This is an optimization exercise on Yosys and OpenROAD, whose aim is small area, a short achievable clock period and few clock cycles per item, not a production implementation. Where RTL was checked, it was by simulation tests only, not by an equivalence proof against the original. Power figures rest on the tool's default switching activity, not on a simulated workload.

==> module tomasulo_core, before the edit <==
module tomasulo_core (
  input  logic                             clk,
  input  logic                             rst,
  input  logic                             instr_req,
  input  logic [tomasulo_pkg::instr_w-1:0] instr,
  input  logic [tomasulo_pkg::reg_w-1:0]   dbg_addr,
  output logic                             instr_ack,
  output logic [tomasulo_pkg::data_w-1:0]  dbg_data,
  output logic                             dbg_busy,
  output logic                             wb_valid,
  output logic [tomasulo_pkg::reg_w-1:0]   wb_dest,
  output logic [tomasulo_pkg::data_w-1:0]  wb_data
);
  localparam int Q = 5;
  logic [Q-1:0] q_v;
  logic [Q-1:0] q_mul;
  logic [2:0]   q_dest [Q];
  logic [2:0]   q_sa   [Q];
  logic [2:0]   q_sb   [Q];
  logic [2:0] step;
  logic [31:0] ps;
  logic [31:0] pc;
  logic [0:0] px;
  logic [0:0] nx;
  logic [31:0] regs [1:7];
  logic [3:0] b_one;
  logic [3:0] b_two;
  logic [3:0] b_neg;
  logic [2:0]  op;
  logic [2:0]  i_dest;
  logic [2:0]  i_sa;
  logic [2:0]  i_sb;
  logic        i_add;
  logic        i_mul;
  logic        i_alu;
  logic        accept;
  logic        push;
  logic        pop;
  logic        mstep;
  logic        mlast;
  logic [31:0] rd_a;
  logic [31:0] rd_b;
  logic [31:0] sum;
  logic [31:0] ns;
  logic [31:0] nc;
  logic [31:0] wd_hi;
  logic [8:0] nd;
  logic [8:0] dsel;
  logic [2:0]  nh_sa;
  logic [2:0]  nh_sb;
  logic [8:0] pf;
  logic [8:0] pfd;
  assign {op, i_dest, i_sa, i_sb} = instr;
  assign i_add = (op == tomasulo_pkg::op_add);
  assign i_mul = (op == tomasulo_pkg::op_mul);
  assign i_alu = i_add || i_mul;
  assign mstep = q_v[0] && q_mul[0] && (step != 3'd4);
  assign pop   = q_v[0] && !mstep;
  assign mlast = q_v[0] && q_mul[0] && (step == 3'd3);
  assign accept = instr_req && !instr_ack && (!i_alu || !q_v[Q-1] || pop);
  assign push   = accept && i_alu;
  always_ff @(posedge clk) begin
    if (rst) begin
      instr_ack <= 1'b0;
    end else if (accept) begin
      instr_ack <= 1'b1;
    end else if (!instr_req) begin
      instr_ack <= 1'b0;
    end
  end
  logic [Q-1:0] q_here;
  logic [Q:0]   q_vx;
  assign q_vx = {1'b0, q_v};
  always_comb begin
    for (int i = 0; i < Q; i++) begin
      if (pop) begin
        q_here[i] = push && q_vx[i] && !q_vx[i + 1];
      end else begin
        q_here[i] = push && !q_vx[i] && ((i == 0) || q_vx[(i + Q) % (Q + 1)]);
      end
    end
  end
  always_ff @(posedge clk) begin
    if (rst) begin
      q_v  <= '0;
      step <= '0;
    end else begin
      for (int i = 0; i < Q; i++) begin
        q_v[i] <= (pop ? q_vx[i + 1] : q_v[i]) || q_here[i];
      end
      if (pop) begin
        step <= '0;
      end else if (mstep) begin
        step <= step + 1'b1;
      end
    end
  end
  always_ff @(posedge clk) begin
    for (int i = 0; i < Q; i++) begin
      if (q_here[i]) begin
        q_mul[i]  <= i_mul;
        q_dest[i] <= i_dest;
        q_sa[i]   <= i_sa;
        q_sb[i]   <= i_sb;
      end else if (pop && (i + 1 < Q)) begin
        q_mul[i]  <= q_mul[(i + 1) % Q];
        q_dest[i] <= q_dest[(i + 1) % Q];
        q_sa[i]   <= q_sa[(i + 1) % Q];
        q_sb[i]   <= q_sb[(i + 1) % Q];
      end else if ((i == 0) && mlast) begin
        q_sa[i] <= 3'd0;
        q_sb[i] <= 3'd0;
      end
    end
  end
  always_comb begin
    rd_a = {ps[31] ^ (^px), ps[30:0]};
    rd_b = pc;
    for (int k = 1; k < 8; k++) begin
      if (q_sa[0] == 3'(k)) rd_a = regs[k];
      if (q_sb[0] == 3'(k)) rd_b = regs[k];
    end
  end
  assign sum = rd_a + rd_b;
  always_comb begin
    case (step)
      3'd0: nd = {rd_b[23:16], rd_b[15]};
      3'd1: nd = {rd_b[15:8], rd_b[7]};
      3'd2: nd = {rd_b[7:0], 1'b0};
      default: nd = '0;
    endcase
  end
  assign nh_sa = (pop && q_v[1 % Q] && (Q > 1)) ? q_sa[1 % Q] : i_sa;
  assign nh_sb = (pop && q_v[1 % Q] && (Q > 1)) ? q_sb[1 % Q] : i_sb;
  always_comb begin
    pf = '0;
    for (int k = 1; k < 8; k++) begin
      if (nh_sb == 3'(k)) pf = regs[k][31:23];
    end
    if (pop && (q_dest[0] == nh_sb) && (nh_sb != 3'd0)) pf = sum[31:23];
  end
  assign pfd = {pf[8:1], pf[0]};
  always_comb begin
    if (mstep) begin
      dsel = ((q_sa[0] == 3'd0) || (q_sb[0] == 3'd0)) ? '0 : nd;
    end else begin
      dsel = ((nh_sa == 3'd0) || (nh_sb == 3'd0)) ? '0 : pfd;
      dsel[8:9] = '0;
    end
  end
  always_ff @(posedge clk) begin
    for (int i = 0; i < 4; i++) begin
      b_one[i] <= dsel[2 * i + 1] ^ dsel[2 * i];
      b_two[i] <= (dsel[2 * i + 2] & ~dsel[2 * i + 1] & ~dsel[2 * i]) |
                  (~dsel[2 * i + 2] & dsel[2 * i + 1] & dsel[2 * i]);
      b_neg[i] <= dsel[2 * i + 2];
    end
  end
  mul_csa_step csa_inst (.a(rd_a), .one(b_one), .two(b_two), .neg(b_neg),
                         .ps(ps), .pc(pc), .s(ns), .c(nc), .x(nx));
  always_ff @(posedge clk) begin
    if (rst || !mstep) begin
      ps <= '0;
      pc <= '0;
      px <= '0;
    end else begin
      ps <= ns;
      pc <= nc;
      px <= nx;
    end
  end
  assign wd_hi = rst ? 32'd0 : sum;
  always_ff @(posedge clk) begin
    for (int k = 1; k < 8; k++) begin
      if (rst || (pop && (q_dest[0] == 3'(k)))) begin
        regs[k] <= {wd_hi[31:3], rst ? 3'(k) : sum[2:0]};
      end
    end
  end
  always_ff @(posedge clk) begin
    if (rst) begin
      wb_valid <= 1'b0;
    end else begin
      wb_valid <= pop;
    end
    wb_dest <= q_dest[0];
    wb_data <= sum;
  end
  always_comb begin
    dbg_data = '0;
    for (int k = 1; k < 8; k++) begin
      if (dbg_addr == 3'(k)) dbg_data = regs[k];
    end
  end
  always_comb begin
    dbg_busy = wb_valid && (wb_dest == dbg_addr);
    for (int i = 0; i < Q; i++) begin
      if (q_v[i] && (q_dest[i] == dbg_addr)) dbg_busy = 1'b1;
    end
    if (dbg_addr == 3'd0) dbg_busy = 1'b0;
  end
endmodule
export LEC_CHECK = 0
export CAP_MARGIN = 20
export CORE_MARGIN = 2
export CORE_UTILIZATION = 55
export CTS_BUF_LIST = sky130_fd_sc_hd__clkbuf_16
export CTS_CLUSTER_DIAMETER = 120
export CTS_CLUSTER_SIZE = 24
export SETUP_SLACK_MARGIN = 4.5
export SLEW_MARGIN = 20
export BUFFER_PORTS_ARGS = -buffer_cell sky130_fd_sc_hd__buf_2
create_clock -name core_clock -period 9.0 [get_ports {clk}]
standard.sh (not shown) runs the stock make flow with config.mk's settings and CLKGATE_MAP_FILE= SYNTH_SCRIPT=/design/flow/synth_recipe.tcl, a recipe that flattens the netlist after the stock synthesis.
==> flow/flow/run.sh <==
#!/bin/bash
# Own layout flow: the standard flow, run whole through standard.sh
# (so synthesis is the standard one), with one change to placement: the
# buffers that global placement puts on every input and output port are
# sky130_fd_sc_hd__buf_2 cells rather than the resizer's default pick.
set -euo pipefail
cp standard.sh standard_sh.log
echo "export BUFFER_PORTS_ARGS = -buffer_cell sky130_fd_sc_hd__buf_2" >> config.mk
cp config.mk config_mk.log
bash standard.sh > standard.log 2>&1
Change:
--- a/flow/design.v
+++ b/flow/design.v
@@ -435,4 +435,29 @@
   assign x[0] = t211;
 endmodule
+module prefix_adder (
+  input  logic [31:0] a,
+  input  logic [31:0] b,
+  output logic [31:0] s
+);
+  logic [31:0] g [6];
+  logic [31:0] p [6];
+  always_comb begin
+    g[0] = a & b;
+    p[0] = a ^ b;
+    for (int l = 0; l < 5; l++) begin
+      for (int i = 0; i < 32; i++) begin
+        if ((i >> l) & 1) begin
+          g[l+1][i] = g[l][i] | (p[l][i] & g[l][((i >> l) << l) - 1]);
+          p[l+1][i] = p[l][i] & p[l][((i >> l) << l) - 1];
+        end else begin
+          g[l+1][i] = g[l][i];
+          p[l+1][i] = p[l][i];
+        end
+      end
+    end
+    s[0] = p[0][0];
+    for (int i = 1; i < 32; i++) s[i] = p[0][i] ^ g[5][i-1];
+  end
+endmodule
 `timescale 1ns/10ps
 module tomasulo_core (
@@ -559,5 +584,5 @@
     end
   end
-  assign sum = rd_a + rd_b;
+  prefix_adder adder_inst (.a(rd_a), .b(rd_b), .s(sum));
   always_comb begin
     case (step)
The new run completed without violations; die area stays flat; wire length climbs by about 1.8%; global-route usage climbs by 1.4 points; maximum frequency drops by 1.3%; combinational power climbs by about 33%.
No functional check of the RTL was part of any run of this note.

* * *

build 9:
tomasulo_core, a different RTL version from the one above (not shown whole).
Size in the first run: ~2100 cells after synthesis, ~380 flip-flops, ~88 I/O pins.
==> module tomasulo_core, before the edit <==
module tomasulo_core (
  input  logic                             clk,
  input  logic                             rst,
  input  logic                             instr_req,
  input  logic [tomasulo_pkg::instr_w-1:0] instr,
  input  logic [tomasulo_pkg::reg_w-1:0]   dbg_addr,
  output logic                             instr_ack,
  output logic [tomasulo_pkg::data_w-1:0]  dbg_data,
  output logic                             dbg_busy,
  output logic                             wb_valid,
  output logic [tomasulo_pkg::reg_w-1:0]   wb_dest,
  output logic [tomasulo_pkg::data_w-1:0]  wb_data
);
  localparam int Q = 4;
  logic [Q-1:0] q_v;
  logic [Q-1:0] q_mul;
  logic [2:0]   q_dest [Q];
  logic [2:0]   q_sa   [Q];
  logic [2:0]   q_sb   [Q];
  logic [2:0] step;
  logic [31:0] ps;
  logic [31:0] pc;
  logic [0:0] px;
  logic [0:0] nx;
  logic [31:0] regs [1:7];
  logic [3:0] b_one;
  logic [3:0] b_two;
  logic [3:0] b_neg;
  logic [2:0]  op;
  logic [2:0]  i_dest;
  logic [2:0]  i_sa;
  logic [2:0]  i_sb;
  logic        i_add;
  logic        i_mul;
  logic        i_alu;
  logic        accept;
  logic        push;
  logic        pop;
  logic        mstep;
  logic        mlast;
  logic [31:0] rd_a;
  logic [31:0] rd_b;
  logic [31:0] sum;
  logic [31:0] ns;
  logic [31:0] nc;
  logic [31:0] wd_hi;
  logic [8:0] nd;
  logic [8:0] dsel;
  logic [2:0]  nh_sa;
  logic [2:0]  nh_sb;
  logic [8:0] pf;
  logic [8:0] pfd;
  assign {op, i_dest, i_sa, i_sb} = instr;
  assign i_add = (op == tomasulo_pkg::op_add);
  assign i_mul = (op == tomasulo_pkg::op_mul);
  assign i_alu = i_add || i_mul;
  assign mstep = q_v[0] && q_mul[0] && (step != 3'd4);
  assign pop   = q_v[0] && !mstep;
  assign mlast = q_v[0] && q_mul[0] && (step == 3'd3);
  assign accept = instr_req && !instr_ack && (!i_alu || !q_v[Q-1] || pop);
  assign push   = accept && i_alu;
  always_ff @(posedge clk) begin
    if (rst) begin
      instr_ack <= 1'b0;
    end else if (accept) begin
      instr_ack <= 1'b1;
    end else if (!instr_req) begin
      instr_ack <= 1'b0;
    end
  end
  logic [Q-1:0] q_here;
  logic [Q:0]   q_vx;
  assign q_vx = {1'b0, q_v};
  always_comb begin
    for (int i = 0; i < Q; i++) begin
      if (pop) begin
        q_here[i] = push && q_vx[i] && !q_vx[i + 1];
      end else begin
        q_here[i] = push && !q_vx[i] && ((i == 0) || q_vx[(i + Q) % (Q + 1)]);
      end
    end
  end
  always_ff @(posedge clk) begin
    if (rst) begin
      q_v  <= '0;
      step <= '0;
    end else begin
      for (int i = 0; i < Q; i++) begin
        q_v[i] <= (pop ? q_vx[i + 1] : q_v[i]) || q_here[i];
      end
      if (pop) begin
        step <= '0;
      end else if (mstep) begin
        step <= step + 1'b1;
      end
    end
  end
  always_ff @(posedge clk) begin
    for (int i = 0; i < Q; i++) begin
      if (q_here[i]) begin
        q_mul[i]  <= i_mul;
        q_dest[i] <= i_dest;
        q_sa[i]   <= i_sa;
        q_sb[i]   <= i_sb;
      end else if (pop && (i + 1 < Q)) begin
        q_mul[i]  <= q_mul[(i + 1) % Q];
        q_dest[i] <= q_dest[(i + 1) % Q];
        q_sa[i]   <= q_sa[(i + 1) % Q];
        q_sb[i]   <= q_sb[(i + 1) % Q];
      end else if ((i == 0) && mlast) begin
        q_sa[i] <= 3'd0;
        q_sb[i] <= 3'd0;
      end
    end
  end
  always_comb begin
    rd_a = {ps[31] ^ (^px), ps[30:0]};
    rd_b = pc;
    for (int k = 1; k < 8; k++) begin
      if (q_sa[0] == 3'(k)) rd_a = regs[k];
      if (q_sb[0] == 3'(k)) rd_b = regs[k];
    end
  end
  assign sum = rd_a + rd_b;
  always_comb begin
    case (step)
      3'd0: nd = {rd_b[23:16], rd_b[15]};
      3'd1: nd = {rd_b[15:8], rd_b[7]};
      3'd2: nd = {rd_b[7:0], 1'b0};
      default: nd = '0;
    endcase
  end
  assign nh_sa = (pop && q_v[1 % Q] && (Q > 1)) ? q_sa[1 % Q] : i_sa;
  assign nh_sb = (pop && q_v[1 % Q] && (Q > 1)) ? q_sb[1 % Q] : i_sb;
  always_comb begin
    pf = '0;
    for (int k = 1; k < 8; k++) begin
      if (nh_sb == 3'(k)) pf = regs[k][31:23];
    end
    if (pop && (q_dest[0] == nh_sb) && (nh_sb != 3'd0)) pf = sum[31:23];
  end
  assign pfd = {pf[8:1], pf[0]};
  always_comb begin
    if (mstep) begin
      dsel = ((q_sa[0] == 3'd0) || (q_sb[0] == 3'd0)) ? '0 : nd;
    end else begin
      dsel = ((nh_sa == 3'd0) || (nh_sb == 3'd0)) ? '0 : pfd;
    end
  end
  always_ff @(posedge clk) begin
    for (int i = 0; i < 4; i++) begin
      b_one[i] <= dsel[2 * i + 1] ^ dsel[2 * i];
      b_two[i] <= (dsel[2 * i + 2] & ~dsel[2 * i + 1] & ~dsel[2 * i]) |
                  (~dsel[2 * i + 2] & dsel[2 * i + 1] & dsel[2 * i]);
      b_neg[i] <= dsel[2 * i + 2];
    end
  end
  mul_csa_step csa_inst (.a(rd_a), .one(b_one), .two(b_two), .neg(b_neg),
                         .ps(ps), .pc(pc), .s(ns), .c(nc), .x(nx));
  always_ff @(posedge clk) begin
    if (rst || !mstep) begin
      ps <= '0;
      pc <= '0;
      px <= '0;
    end else begin
      ps <= ns;
      pc <= nc;
      px <= nx;
    end
  end
  assign wd_hi = rst ? 32'd0 : sum;
  always_ff @(posedge clk) begin
    for (int k = 1; k < 8; k++) begin
      if (rst || (pop && (q_dest[0] == 3'(k)))) begin
        regs[k] <= {wd_hi[31:3], rst ? 3'(k) : sum[2:0]};
      end
    end
  end
  always_ff @(posedge clk) begin
    if (rst) begin
      wb_valid <= 1'b0;
    end else begin
      wb_valid <= pop;
    end
    wb_dest <= q_dest[0];
    wb_data <= sum;
  end
  always_comb begin
    dbg_data = '0;
    for (int k = 1; k < 8; k++) begin
      if (dbg_addr == 3'(k)) dbg_data = regs[k];
    end
  end
  always_comb begin
    dbg_busy = wb_valid && (wb_dest == dbg_addr);
    for (int i = 0; i < Q; i++) begin
      if (q_v[i] && (q_dest[i] == dbg_addr)) dbg_busy = 1'b1;
    end
    if (dbg_addr == 3'd0) dbg_busy = 1'b0;
  end
endmodule
Settings: LEC_CHECK=0, CAP_MARGIN=20, CORE_MARGIN=2, CORE_UTILIZATION=55, CTS_BUF_LIST=sky130_fd_sc_hd__clkbuf_16, CTS_CLUSTER_DIAMETER=120, CTS_CLUSTER_SIZE=24, SETUP_SLACK_MARGIN=4.5, SLEW_MARGIN=20, BUFFER_PORTS_ARGS=-buffer_cell sky130_fd_sc_hd__buf_2; clock period 9.0 ns.
Scripts as last shown in full above: flow/flow/run.sh
Build 9: no failed stages, no open violations at the end
--- input diff build 9..build 2 ---
--- a/flow/design.v
+++ b/flow/design.v
@@ -447,9 +447,9 @@
   output logic                             wb_valid,
   output logic [tomasulo_pkg::reg_w-1:0]   wb_dest,
   output logic [tomasulo_pkg::data_w-1:0]  wb_data
 );
-  localparam int Q = 4;
+  localparam int Q = 5;
   logic [Q-1:0] q_v;
   logic [Q-1:0] q_mul;
   logic [2:0]   q_dest [Q];
   logic [2:0]   q_sa   [Q];
- | number of sequential cells | build 2 vs build 9 | about 3% higher |
- Diff build 2..build 9 | hold slack | negligible
- In build 2, the post-synthesis compound-gate area fraction came out 0.40 points below the value in build 9.
- Headroom to the max-slew limit delta for build 2 relative to build 9: 6.8 points higher
- The number of signal-net inverters in the final layout in build 2 sits 2 above the value recorded for build 9.
- Build 9 has a higher total power per unit cell area than build 2.
Testbench counts of build 2, summed over its fixed seeds: cycles 10,091, instrs 4,800.
No functional check of the RTL was part of build 9.

-- port drivers added, routing unchanged --
Ports are ideal in the flow. The routed layouts listed here were re-timed in OpenROAD. Step 1 (the two cells are an assumption about what drives the block):
set clk [get_ports {clk}]
set_driving_cell -lib_cell sky130_fd_sc_hd__clkbuf_16 $clk
set_driving_cell -lib_cell sky130_fd_sc_hd__buf_2 [delete_from_list [all_inputs] $clk]
Step 2, shift: input delay + t, output delay - t, t = (earliest + latest rising clock arrival at the registers) / 2. This alone moves slack from input paths to output paths. a / b / c = ideal / step 1 / step 2; a / b = the first two.
run	t (ns)	setup WS [ns]	pins driven straight from the clock port
the first run of note 1	0.631	4.187 / 3.965 / 3.965	1
the second run of note 1	0.629	4.124 / 3.877 / 3.877	1
build 9	0.621	4.075 / 4.024 / 4.024	1
build 2	0.641	4.116 / 3.949 / 3.949	1
After both steps setup and hold are still met in every run listed. The setup slack of the second run of note 1, which loses most, moves by -0.247 ns with the drivers and by -0.247 ns with both steps.
